From an optimization exercise on the open Yosys and OpenROAD flow, aimed at small area, a short achievable clock period and few clock cycles per item; shortcuts taken in it are not production practice. Where RTL was checked, it was by simulation tests only, not by an equivalence proof against the original. Power figures rest on the tool's default switching activity, not on a simulated workload.

==> willow <==
==> flow/design.v <==
`timescale 1ns/1ps
module ifu #(
    parameter int REGREQ = 1     
) (
    input  logic         clk,
    input  logic         rst_n,
    input  logic         recovery_valid,
    input  logic [31:0]  recovery_pc,
    output logic         mem_req,
    output logic [31:0]  mem_addr,
    input  logic         mem_ack,
    input  logic [127:0] mem_data,
    input  logic         dispatch_ready,
    output logic         instr_valid,
    output logic [31:0]  instr_data,
    output logic [31:0]  instr_pc,
    output logic         instr_is_branch,
    output logic         instr_pred_taken,
    output logic [31:0]  instr_target
);
    logic        v;          
    logic        pb;         
    logic [31:0] d;
    logic [29:0] p;          
    logic [29:0] t;          
    logic        o_br, o_tk, o_j;
    logic [29:0] nx;
    logic        pr;         
    logic        en;         
    logic        armed;      
    logic [3:0]  lj, lb;
    always_comb begin
        for (int i = 0; i < 4; i++) begin
            lj[i] = (mem_data[32*i+26 +: 6] == 6'b000010);
            lb[i] = (mem_data[32*i+26 +: 6] == 6'b000100);
        end
    end
    logic        have;
    logic [31:0] w;
    logic        wj, wb, wbr, wtk;
    assign have = armed && mem_ack && !pr;
    assign w    = mem_data[nx[1:0]*32 +: 32];
    assign wj   = lj[nx[1:0]];
    assign wb   = lb[nx[1:0]];
    assign wbr  = wj || wb;
    assign wtk  = wj || (wb && w[15]);
    logic [29:0] off, sum;
    assign off = !pb ? 30'd1 : o_j ? {{4{d[25]}}, d[25:0]} : {{14{d[15]}}, d[15:0]};
    assign sum = nx + off;
    logic take, load, busy;
    assign take = !v || dispatch_ready;
    assign load = take && have && !pb;
    assign busy = REGREQ ? (armed && !mem_ack) : (en && !mem_ack);
    always_ff @(posedge clk or negedge rst_n) begin
        if (!rst_n) begin
            v  <= 1'b0;
            pb <= 1'b0;
            nx <= 30'd0;
            pr <= 1'b0;
        end else if (recovery_valid) begin
            v  <= 1'b0;
            pb <= 1'b0;
            if (busy) begin
                pr <= 1'b1;
            end else begin
                nx <= recovery_pc[31:2];
                pr <= 1'b0;
            end
        end else if (pr) begin
            if (mem_ack) begin
                nx <= p;
                pr <= 1'b0;
            end
        end else if (pb) begin
            v  <= 1'b1;
            pb <= 1'b0;
            if (o_tk)
                nx <= sum;
        end else if (take) begin
            v  <= have && !wbr;
            pb <= have && wbr;
            if (have)
                nx <= sum;
        end
    end
    always_ff @(posedge clk) begin
        if (recovery_valid)
            p <= recovery_pc[31:2];
        else if (load)
            p <= nx;
    end
    always_ff @(posedge clk) begin
        if (load) begin
            d    <= w;
            o_j  <= wj;
            o_br <= wbr;
            o_tk <= wtk;
        end
        if (pb)
            t <= sum;
    end
    logic leave;
    assign leave = recovery_valid || pr || (load && (nx[1:0] == 2'd3 || wtk));
    always_ff @(posedge clk or negedge rst_n) begin
        if (!rst_n) begin
            en    <= 1'b0;
            armed <= 1'b0;
        end else begin
            en <= 1'b1;
            if (armed) begin
                if (mem_ack && leave)
                    armed <= 1'b0;
            end else if (en && !mem_ack) begin
                armed <= 1'b1;
            end
        end
    end
    assign mem_req  = REGREQ ? armed : (en && (armed || !mem_ack));
    assign mem_addr = {nx[29:2], 4'b0000};
    assign instr_valid      = v;
    assign instr_data       = d;
    assign instr_pc         = {p, 2'b00};
    assign instr_is_branch  = o_br;
    assign instr_pred_taken = o_tk;
    assign instr_target     = o_br ? {t, 2'b00} : 32'd0;
endmodule
==> flow/flow/run.sh <==
#!/bin/bash
# Standard layout, with the port buffers made of the smallest plain buffer
# instead of the resizer's default choice.
set -euo pipefail
export BUFFER_PORTS_ARGS="-buffer_cell sky130_fd_sc_hd__buf_1"
bash standard.sh > flow_standard.log 2>&1
==> flow/standard.sh <==
#!/bin/bash
# synth_recipe.tcl (not shown) runs the flow's synth.tcl, then flattens the netlist and writes it again
# the make line also repeats each setting of config.mk as NAME=value (left out here)
make -C /OpenROAD-flow-scripts/flow DESIGN_CONFIG=/design/flow/config.mk WORK_HOME=/design/flow/orfs CLKGATE_MAP_FILE= SYNTH_SCRIPT=/design/flow/synth_recipe.tcl "${@:-finish}"
==> flow/config.mk <==
export PLATFORM = sky130hd
export DESIGN_NAME = ifu
export DESIGN_NICKNAME = ifu
export VERILOG_FILES = /design/flow/design.v
export SDC_FILE = /design/flow/constraint.sdc
export NUM_CORES = 4
export LEC_CHECK = 0
export CAP_MARGIN = 20
export CORE_MARGIN = 2
export CORE_UTILIZATION = 40
export SETUP_SLACK_MARGIN = 5
export SLEW_MARGIN = 20
export TNS_END_PERCENT = 100
==> flow/constraint.sdc <==
create_clock -name core_clock -period 8.0 [get_ports {clk}]
set_input_delay 1.6000 -clock core_clock [delete_from_list [all_inputs] [get_ports {clk}]]
set_output_delay 1.6000 -clock core_clock [all_outputs]
set_load 0.01 [all_outputs]
==> inputs of harbor, as changes to willow <==
==> flow/design.v, changed modules only <==
module ifu #(
    parameter int REGREQ = 1     
) (
    input  logic         clk,
    input  logic         rst_n,
    input  logic         recovery_valid,
    input  logic [31:0]  recovery_pc,
    output logic         mem_req,
    output logic [31:0]  mem_addr,
    input  logic         mem_ack,
    input  logic [127:0] mem_data,
    input  logic         dispatch_ready,
    output logic         instr_valid,
    output logic [31:0]  instr_data,
    output logic [31:0]  instr_pc,
    output logic         instr_is_branch,
    output logic         instr_pred_taken,
    output logic [31:0]  instr_target
);
    logic        v;          
    logic        pb;         
    logic        nt;         
    logic        sk;         
    logic [31:0] d;
    logic [29:0] p;          
    logic        o_br, o_tk, o_j;
    logic [29:0] nx;
    logic        pr;         
    logic        en;         
    logic        armed;      
    logic [3:0]  lj, lb;
    always_comb begin
        for (int i = 0; i < 4; i++) begin
            lj[i] = (mem_data[32*i+26 +: 6] == 6'b000010);
            lb[i] = (mem_data[32*i+26 +: 6] == 6'b000100);
        end
    end
    logic        have;
    logic [31:0] w;
    logic        wj, wb, wbr, wtk;
    assign have = armed && mem_ack && !pr;
    assign w    = mem_data[nx[1:0]*32 +: 32];
    assign wj   = lj[nx[1:0]];
    assign wb   = lb[nx[1:0]];
    assign wbr  = wj || wb;
    assign wtk  = wj || (wb && w[15]);
    logic [29:0] off, sum;
    assign off = !pb ? 30'd1 : o_j ? {{4{d[25]}}, d[25:0]} : {{14{d[15]}}, d[15:0]};
    assign sum = nx + off;
    logic take, load, ok;
    assign take = !v || dispatch_ready;
    assign load = take && have && !pb && !nt && !sk;
    assign ok   = en && !pb && !nt && !sk && !pr;
    always_ff @(posedge clk or negedge rst_n) begin
        if (!rst_n) begin
            v  <= 1'b0;
            pb <= 1'b0;
            nt <= 1'b0;
            sk <= 1'b0;
            nx <= 30'd0;
            pr <= 1'b0;
        end else if (recovery_valid) begin
            v  <= 1'b0;
            pb <= 1'b0;
            nt <= 1'b0;
            sk <= 1'b0;
            pr <= 1'b1;
        end else if (pr) begin
            if (!armed || mem_ack) begin
                nx <= p;
                pr <= 1'b0;
            end
        end else if (pb) begin
            v  <= 1'b1;
            pb <= 1'b0;
            nt <= !o_tk;
            nx <= sum;
        end else if (nt) begin
            if (dispatch_ready) begin
                v  <= 1'b0;
                nt <= 1'b0;
                sk <= 1'b1;
                nx <= p;
            end
        end else if (sk) begin
            sk <= 1'b0;
            nx <= sum;
        end else if (take) begin
            v  <= have && !wbr;
            pb <= have && wbr;
            if (have)
                nx <= sum;
        end
    end
    always_ff @(posedge clk) begin
        if (recovery_valid)
            p <= recovery_pc[31:2];
        else if (load)
            p <= nx;
    end
    always_ff @(posedge clk) begin
        if (load) begin
            d    <= w;
            o_j  <= wj;
            o_br <= wbr;
            o_tk <= wtk;
        end
    end
    logic [3:0] back_ok;
    logic       wsame;
    assign back_ok = {1'b1, nx[1:0] != 2'd0, nx[1:0] == 2'd3 || nx[1:0] == 2'd2, nx[1:0] == 2'd3};
    assign wsame = (wj && ((&w[25:2] && back_ok[w[1:0]]) || (~|w[25:2] && !back_ok[w[1:0]])))
                || (wb && &w[15:2] && back_ok[w[1:0]]);
    logic leave;
    assign leave = recovery_valid || pr || (load && (wtk ? !wsame : nx[1:0] == 2'd3));
    always_ff @(posedge clk or negedge rst_n) begin
        if (!rst_n) begin
            en    <= 1'b0;
            armed <= 1'b0;
        end else begin
            en <= 1'b1;
            if (armed) begin
                if (mem_ack && leave)
                    armed <= 1'b0;
            end else if (REGREQ ? (!pb && !nt && !sk && !recovery_valid && !mem_ack) : (ok && !mem_ack)) begin
                armed <= 1'b1;
            end
        end
    end
    assign mem_req  = REGREQ ? armed : (armed || (ok && !mem_ack));
    assign mem_addr = {nx[29:2], 4'b0000};
    assign instr_valid      = v;
    assign instr_data       = d;
    assign instr_pc         = {p, 2'b00};
    assign instr_is_branch  = o_br;
    assign instr_pred_taken = o_tk;
    assign instr_target     = o_br ? {nx, 2'b00} : 32'd0;
endmodule
--- a/flow/config.mk
+++ b/flow/config.mk
@@ -10,3 +10,3 @@
 export CORE_UTILIZATION = 40
-export SETUP_SLACK_MARGIN = 5
+export SETUP_SLACK_MARGIN = 4.9
 export SLEW_MARGIN = 20
==> inputs of maple, as changes to willow <==
==> flow/design.v, changed modules only <==
module ifu #(
    parameter int REGREQ = 1     
) (
    input  logic         clk,
    input  logic         rst_n,
    input  logic         recovery_valid,
    input  logic [31:0]  recovery_pc,
    output logic         mem_req,
    output logic [31:0]  mem_addr,
    input  logic         mem_ack,
    input  logic [127:0] mem_data,
    input  logic         dispatch_ready,
    output logic         instr_valid,
    output logic [31:0]  instr_data,
    output logic [31:0]  instr_pc,
    output logic         instr_is_branch,
    output logic         instr_pred_taken,
    output logic [31:0]  instr_target
);
    logic        v;          
    logic        pb;         
    logic        nt;         
    logic        sk;         
    logic [31:0] d;
    logic [29:0] p;          
    logic        o_br, o_tk, o_j;
    logic [29:0] nx;
    logic        pr;         
    logic        en;         
    logic        armed;      
    logic [3:0]  lj, lb;
    always_comb begin
        for (int i = 0; i < 4; i++) begin
            lj[i] = (mem_data[32*i+26 +: 6] == 6'b000010);
            lb[i] = (mem_data[32*i+26 +: 6] == 6'b000100);
        end
    end
    logic        have;
    logic [31:0] w;
    logic        wj, wb, wbr, wtk;
    assign have = armed && mem_ack && !pr;
    assign w    = mem_data[nx[1:0]*32 +: 32];
    assign wj   = lj[nx[1:0]];
    assign wb   = lb[nx[1:0]];
    assign wbr  = wj || wb;
    assign wtk  = wj || (wb && w[15]);
    logic [29:0] off, sum;
    assign off = !pb ? 30'd1 : o_j ? {{4{d[25]}}, d[25:0]} : {{14{d[15]}}, d[15:0]};
    assign sum = nx + off;
    logic take, load, ok;
    assign take = !v || dispatch_ready;
    assign load = take && have && !pb && !nt && !sk;
    assign ok   = en && !pb && !nt && !sk && !pr;
    always_ff @(posedge clk or negedge rst_n) begin
        if (!rst_n) begin
            v  <= 1'b0;
            pb <= 1'b0;
            nt <= 1'b0;
            sk <= 1'b0;
            nx <= 30'd0;
            pr <= 1'b0;
        end else if (recovery_valid) begin
            v  <= 1'b0;
            pb <= 1'b0;
            nt <= 1'b0;
            sk <= 1'b0;
            pr <= 1'b1;
        end else if (pr) begin
            if (!armed || mem_ack) begin
                nx <= p;
                pr <= 1'b0;
            end
        end else if (pb) begin
            v  <= 1'b1;
            pb <= 1'b0;
            nt <= !o_tk;
            nx <= sum;
        end else if (nt) begin
            if (dispatch_ready) begin
                v  <= 1'b0;
                nt <= 1'b0;
                sk <= 1'b1;
                nx <= p;
            end
        end else if (sk) begin
            sk <= 1'b0;
            nx <= sum;
        end else if (take) begin
            v  <= have && !wbr;
            pb <= have && wbr;
            if (have)
                nx <= sum;
        end
    end
    always_ff @(posedge clk) begin
        if (recovery_valid)
            p <= recovery_pc[31:2];
        else if (load)
            p <= nx;
    end
    always_ff @(posedge clk) begin
        if (load) begin
            d    <= w;
            o_j  <= wj;
            o_br <= wbr;
            o_tk <= wtk;
        end
    end
    logic leave;
    assign leave = recovery_valid || pr || (load && (nx[1:0] == 2'd3 || wtk));
    always_ff @(posedge clk or negedge rst_n) begin
        if (!rst_n) begin
            en    <= 1'b0;
            armed <= 1'b0;
        end else begin
            en <= 1'b1;
            if (armed) begin
                if (mem_ack && leave)
                    armed <= 1'b0;
            end else if (REGREQ ? (!pb && !nt && !sk && !recovery_valid && !mem_ack) : (ok && !mem_ack)) begin
                armed <= 1'b1;
            end
        end
    end
    assign mem_req  = REGREQ ? armed : (armed || (ok && !mem_ack));
    assign mem_addr = {nx[29:2], 4'b0000};
    assign instr_valid      = v;
    assign instr_data       = d;
    assign instr_pc         = {p, 2'b00};
    assign instr_is_branch  = o_br;
    assign instr_pred_taken = o_tk;
    assign instr_target     = o_br ? {nx, 2'b00} : 32'd0;
endmodule
==> inputs of raven, as changes to willow <==
--- a/flow/design.v
+++ b/flow/design.v
@@ -2,3 +2,3 @@
 module ifu #(
-    parameter int REGREQ = 1     
+    parameter int REGREQ = 0     
 ) (
@@ -46,5 +46,8 @@
     assign wtk  = wj || (wb && w[15]);
-    logic [29:0] off, sum;
-    assign off = !pb ? 30'd1 : o_j ? {{4{d[25]}}, d[25:0]} : {{14{d[15]}}, d[15:0]};
-    assign sum = nx + off;
+    logic [29:0] off, tgt, nx1;
+    logic [30:0] sum;
+    assign off = o_j ? {{4{d[25]}}, d[25:0]} : {{14{d[15]}}, d[15:0]};
+    assign sum = {p, 1'b1} + {off, 1'b1};           
+    assign tgt = sum[30:1];
+    assign nx1 = nx + 30'd1;
     logic take, load, busy;
@@ -57,2 +60,3 @@
             pb <= 1'b0;
+            p  <= 30'd0;
             nx <= 30'd0;
@@ -62,2 +66,3 @@
             pb <= 1'b0;
+            p  <= recovery_pc[31:2];
             if (busy) begin
@@ -77,3 +82,3 @@
             if (o_tk)
-                nx <= sum;
+                nx <= tgt;
         end else if (take) begin
@@ -81,11 +86,7 @@
             pb <= have && wbr;
-            if (have)
-                nx <= sum;
+            if (have) begin
+                p  <= nx;
+                nx <= nx1;
+            end
         end
-    end
-    always_ff @(posedge clk) begin
-        if (recovery_valid)
-            p <= recovery_pc[31:2];
-        else if (load)
-            p <= nx;
     end
@@ -99,3 +100,3 @@
         if (pb)
-            t <= sum;
+            t <= tgt;
     end
--- a/flow/config.mk
+++ b/flow/config.mk
@@ -10,3 +10,3 @@
 export CORE_UTILIZATION = 40
-export SETUP_SLACK_MARGIN = 5
+export SETUP_SLACK_MARGIN = 4.6
 export SLEW_MARGIN = 20
==> comparison table <==
Relative contribution of sequential cells to total power: willow 36.0%; maple 37.1%; harbor 36.7%; raven 35.5%
EDFF count, synth: willow 95; maple 65; harbor 65; raven 65
Status: willow complete, no violations; maple complete, no violations; harbor complete, no violations; raven complete, no violations
Area fraction of clock buffers and clock inverters: willow 5.33%; maple 3.30%; harbor 3.01%; raven 5.37%
Cts repair resizes: willow 39; maple 21; harbor 18; raven 8
Power share of the clock group: willow 28.2%; maple 22.0%; harbor 18.3%; raven 29.1%
Part of the total power dissipated in combinational logic: willow 35.9%; maple 40.9%; harbor 45.0%; raven 35.4%
Number of design-rule violations left by the first detailed-router iteration: willow 451; maple 455; harbor 423; raven 764
Non-clock buffer area fraction after layout: willow 14.0%; maple 16.9%; harbor 13.8%; raven 11.2%
Nets: willow 1,257; maple 1,167; harbor 1,180; raven 1,367
Inverters excl. clock: willow 20; maple 15; harbor 13; raven 17
TritonCTS Sinks: willow 130; maple 101; harbor 101; raven 130
Die area: willow 22,400 sq um; maple 19,300 sq um; harbor 19,600 sq um; raven 24,000 sq um
Drt total wl: willow 28,400 um; maple 24,000 um; harbor 24,000 um; raven 30,900 um
Post-Place Worst Slack: willow 3680 ps; maple 4180 ps; harbor 3800 ps; raven 3780 ps
Top power group: willow registers; maple combinational logic; harbor combinational logic; raven registers
Testbench counts of harbor, summed over its fixed seeds: cycles 242,898, items 64,895.
Testbench counts of maple, summed over its fixed seeds: cycles 248,297, items 64,895.
For willow and raven, only the layout was checked, not whether the RTL still works.

[port drivers added, routing unchanged]
In the flow no input, the clock included, has a driving cell. The finished layouts below were timed again as built, in two steps. Step 1 sets driving cells, clkbuf_16 on the clock port and buf_2 on the other inputs (assumed; they add their load-dependent delay and slew). Step 2 moves the port delays by t, midway between the first and last clock arrival at a register: inputs arrive t later, outputs are due t later. That takes back most of the time a late clock gives input paths. Slacks: ideal ports / drivers / drivers and shift; pairs: ideal ports / drivers.
run | t (ns) | slack for setup (ns) | worst setup path at the end
willow | 0.467 | 4.881 / 4.861 / 4.394 | input to register
harbor | 0.396 | 4.999 / 4.956 / 4.637 | input to register
maple | 0.401 | 4.956 / 4.933 / 4.659 | input to register
raven | 0.470 | 4.421 / 4.366 / 4.262 | input to register
After both steps every run listed still meets setup and hold. The setup slack of willow, which loses most, moves by -0.020 ns with the drivers and by -0.487 ns with both steps.
